This design comes from an exercise in tuning for small area on the open sky130 flow, not from production work. Only simulation tests tie the RTL to the original design; equivalence was not proved. Power and IR drop assume default switching activity.

## old
// mips_pipe_top
module mips_pipe_top (
   input  logic        clk,
   input  logic        rst_b,
   output logic [29:0] inst_addr,
   input  logic [31:0] inst,
   output logic [29:0] mem_addr,
   output logic [31:0] store_data,
   input  logic [31:0] load_data,
   output logic [3:0]  mem_write_en
);
For scale: ~160 I/O pins, roughly 0.050 mm^2 of cells after synthesis.
export LEC_CHECK = 0
export CAP_MARGIN = 20
export CORE_MARGIN = 2
export CORE_UTILIZATION = 50
export CTS_CLUSTER_DIAMETER = 100
export CTS_CLUSTER_SIZE = 25
export SETUP_SLACK_MARGIN = 0.15
export SLEW_MARGIN = 20
export SYNTH_HIERARCHICAL = 1
create_clock -name core_clock -period 6.5 [get_ports {clk}]
run.sh (not shown) runs the stock make flow with config.mk's settings and CLKGATE_MAP_FILE= SYNTH_SCRIPT=/design/flow/synth_recipe.tcl, a recipe that flattens the netlist after the stock synthesis.
old: no failed stages, no open violations at the end
### old -> new
==> flow/flow/run.sh (new file) <==
#!/bin/bash
# The standard layout (standard.sh, its synthesis unchanged) with two
# changes: the port buffers use the smallest buffer cell, and the clock
# tree is built without dummy loads.  The make output goes to
# standard_flow.log here; each ORFS step keeps its own log under orfs/logs.
set -euo pipefail
bash standard.sh \
   "BUFFER_PORTS_ARGS=-buffer_cell sky130_fd_sc_hd__buf_1" \
   "CTS_ARGS=-sink_clustering_enable -repair_clock_nets -sink_clustering_size 25 -sink_clustering_max_diameter 100 -dont_use_dummy_load" \
   finish > standard_flow.log 2>&1
==> flow/standard.sh (new file) <==
#!/bin/bash
# synth_recipe.tcl (not shown) runs the flow's synth.tcl, then flattens the netlist and writes it again
# the make line also repeats each setting of config.mk as NAME=value (left out here)
make -C /OpenROAD-flow-scripts/flow DESIGN_CONFIG=/design/flow/config.mk WORK_HOME=/design/flow/orfs CLKGATE_MAP_FILE= SYNTH_SCRIPT=/design/flow/synth_recipe.tcl "${@:-finish}"
removed: flow/run.sh
==> summary.txt <==
Power went down slightly going from old to new. The sum of met2 wire segment lengths after detailed routing of new falls short of that of old by 760 um. The run showing the smaller minimum setup slack in the final design is old. new finished every stage and its layout cleared the timing, DRC and antenna checks.


== P ==
Another version of the RTL of mips_pipe_top (not shown whole).
Size in the first run: ~1200 flip-flops, roughly 160 I/O pins.
Settings: LEC_CHECK=0, CAP_MARGIN=20, CORE_MARGIN=2, CORE_UTILIZATION=50, CTS_BUF_LIST=sky130_fd_sc_hd__clkbuf_8, CTS_CLUSTER_DIAMETER=60, CTS_CLUSTER_SIZE=15, PLACE_DENSITY=0.8, SETUP_SLACK_MARGIN=0.15, SLEW_MARGIN=20, SYNTH_HIERARCHICAL=1; clock period 6.5 ns.
standard.sh (not shown) runs the stock make flow with config.mk's settings and CLKGATE_MAP_FILE= SYNTH_SCRIPT=/design/flow/synth_recipe.tcl, a recipe that flattens the netlist after the stock synthesis.
==> flow/flow/run.sh <==
#!/bin/bash
# The standard layout (standard.sh, its synthesis unchanged) with two
# changes: the port buffers use the smallest buffer cell, and the clock
# tree is built without dummy loads.  The make output goes to
# standard_flow.log here; each ORFS step keeps its own log under orfs/logs.
set -euo pipefail
bash standard.sh \
   "BUFFER_PORTS_ARGS=-buffer_cell sky130_fd_sc_hd__buf_1" \
   "CTS_ARGS=-sink_clustering_enable -repair_clock_nets -sink_clustering_size 15 -sink_clustering_max_diameter 60 -dont_use_dummy_load -buf_list sky130_fd_sc_hd__clkbuf_8" \
   finish > standard_flow.log 2>&1
The flow did not stop early for P: all stages ran, and the layout cleared the timing, DRC and antenna checks.
diff inputs: P => Q
- swapping 15 for 18 in CTS_CLUSTER_SIZE
-- flow/flow/run.sh --
<<< P, line 7
bash standard.sh \
   "BUFFER_PORTS_ARGS=-buffer_cell sky130_fd_sc_hd__buf_1" \
   "CTS_ARGS=-sink_clustering_enable -repair_clock_nets -sink_clustering_size 15 -sink_clustering_max_diameter 60 -dont_use_dummy_load -buf_list sky130_fd_sc_hd__clkbuf_8" \
   finish > standard_flow.log 2>&1
>>> Q, line 7
bash standard.sh \
   "BUFFER_PORTS_ARGS=-buffer_cell sky130_fd_sc_hd__buf_1" \
   "CTS_ARGS=-sink_clustering_enable -repair_clock_nets -sink_clustering_size 18 -sink_clustering_max_diameter 60 -dont_use_dummy_load -buf_list sky130_fd_sc_hd__clkbuf_8" \
   finish > standard_flow.log 2>&1
Findings:
Q did not stop at any stage, and its layout met the timing, DRC and antenna checks.
Every stage of the flow completed for P, and the final layout passed the timing, DRC and antenna checks.
As far as synthesized cell count goes, P and Q are indistinguishable; the numbers are identical.
[compare] base=P new=Q: total number of vias went down 125, setup TNS held.
Non-clock buffer count (lower): Q
Compared P against Q; post-detailed-route via-to-cell ratio within noise.
Delta (Q minus P): relative contribution of combinational cells to total power neither gained nor lost much; sequential cell fraction of total power picked up an extra 0.9 points.
Looking at minimum clock period, Q sits 0.041 ns below P.
Between Q and P, the total wire length figures differ only marginally.
Q vs P: global-route usage down


mips_pipe_top, a different RTL version from the one above (not shown whole).
Size in the first run: ~1200 flip-flops, ~160 I/O pins.
// mips_pipe_top
module mips_pipe_top (
   input  logic        clk,
   input  logic        rst_b,
   output logic [29:0] inst_addr,
   input  logic [31:0] inst,
   output logic [29:0] mem_addr,
   output logic [31:0] store_data,
   input  logic [31:0] load_data,
   output logic [3:0]  mem_write_en
);
clock: 6.5 ns
lec_check: 0
cap_margin: 20
core_margin: 2
core_utilization: 50
cts_buf_list: sky130_fd_sc_hd__clkbuf_8
cts_cluster_diameter: 60
cts_cluster_size: 15
place_density: 0.8
setup_slack_margin: 0.15
slew_margin: 20
synth_hierarchical: 1
==> flow/flow/run.sh <==
#!/bin/bash
# The standard layout (standard.sh, its synthesis unchanged) with two
# changes: the port buffers use the smallest buffer cell, and the clock
# tree is built without dummy loads.  The make output goes to
# standard_flow.log here; each ORFS step keeps its own log under orfs/logs.
set -euo pipefail
bash standard.sh \
   "BUFFER_PORTS_ARGS=-buffer_cell sky130_fd_sc_hd__buf_1" \
   "CTS_ARGS=-sink_clustering_enable -repair_clock_nets -sink_clustering_size 15 -sink_clustering_max_diameter 60 -dont_use_dummy_load -buf_list sky130_fd_sc_hd__clkbuf_8" \
   finish > standard_flow.log 2>&1
The baseline completed with no timing, DRC or antenna violations.
Edit:
--- a/flow/flow/run.sh
+++ b/flow/flow/run.sh
@@ -8,3 +8,3 @@
    "BUFFER_PORTS_ARGS=-buffer_cell sky130_fd_sc_hd__buf_1" \
-   "CTS_ARGS=-sink_clustering_enable -repair_clock_nets -sink_clustering_size 15 -sink_clustering_max_diameter 60 -dont_use_dummy_load -buf_list sky130_fd_sc_hd__clkbuf_8" \
+   "CTS_ARGS=-sink_clustering_enable -repair_clock_nets -sink_clustering_size 18 -sink_clustering_max_diameter 60 -dont_use_dummy_load -buf_list sky130_fd_sc_hd__clkbuf_8" \
    finish > standard_flow.log 2>&1
--- a/flow/config.mk
+++ b/flow/config.mk
@@ -12,3 +12,3 @@
 export CTS_CLUSTER_DIAMETER = 60
-export CTS_CLUSTER_SIZE = 15
+export CTS_CLUSTER_SIZE = 18
 export PLACE_DENSITY = 0.8
Effect:
- The changed run finished clean
- worst hold slack hardly moves
- utilization is lower by 0.17 points
- synthesized cell count does not change
- sequential share of layout area grows by 0.19 points
- setup slack gains 42 ps
- final area is lower by 0.31%
- global-route usage increases by 0.13 points
- area after synthesis stays the same
- total power came out lower by 1.2%
- sequential power is about the same

==> separate check: timing with driven ports <==
The flow's constraints put no driver on any port. The routed layouts listed below were extracted and timed again, unchanged, in two steps.
Step 1 (the two cells are an assumption about what drives the block):
set clk [get_ports {clk}]
set_driving_cell -lib_cell sky130_fd_sc_hd__clkbuf_16 $clk
set_driving_cell -lib_cell sky130_fd_sc_hd__buf_2 [delete_from_list [all_inputs] $clk]
Step 2 adds t to the input delays and takes it off the output delays; t is the mean of the earliest and latest rising clock arrival at the registers after step 1. Input paths then give back, and output paths get back, about the clock's delay inside the block.
Slacks: ideal / step 1 / step 2; pairs: ideal / step 1.
run | t, ns | slack for setup (ns) | cell pins on the clock port's net
old | 0.768 | 0.188 / 0.188 / 0.188 | 1
new | 0.762 | 0.265 / 0.265 / 0.265 | 1
P | 0.809 | 0.266 / 0.266 / 0.266 | 1
Q | 0.802 | 0.307 / 0.307 / 0.307 | 1
the first run of note 3 | 0.814 | 0.212 / 0.212 / 0.212 | 1
the second run of note 3 | 0.804 | 0.254 / 0.254 / 0.254 | 1
After both steps setup and hold are still met in every run listed.
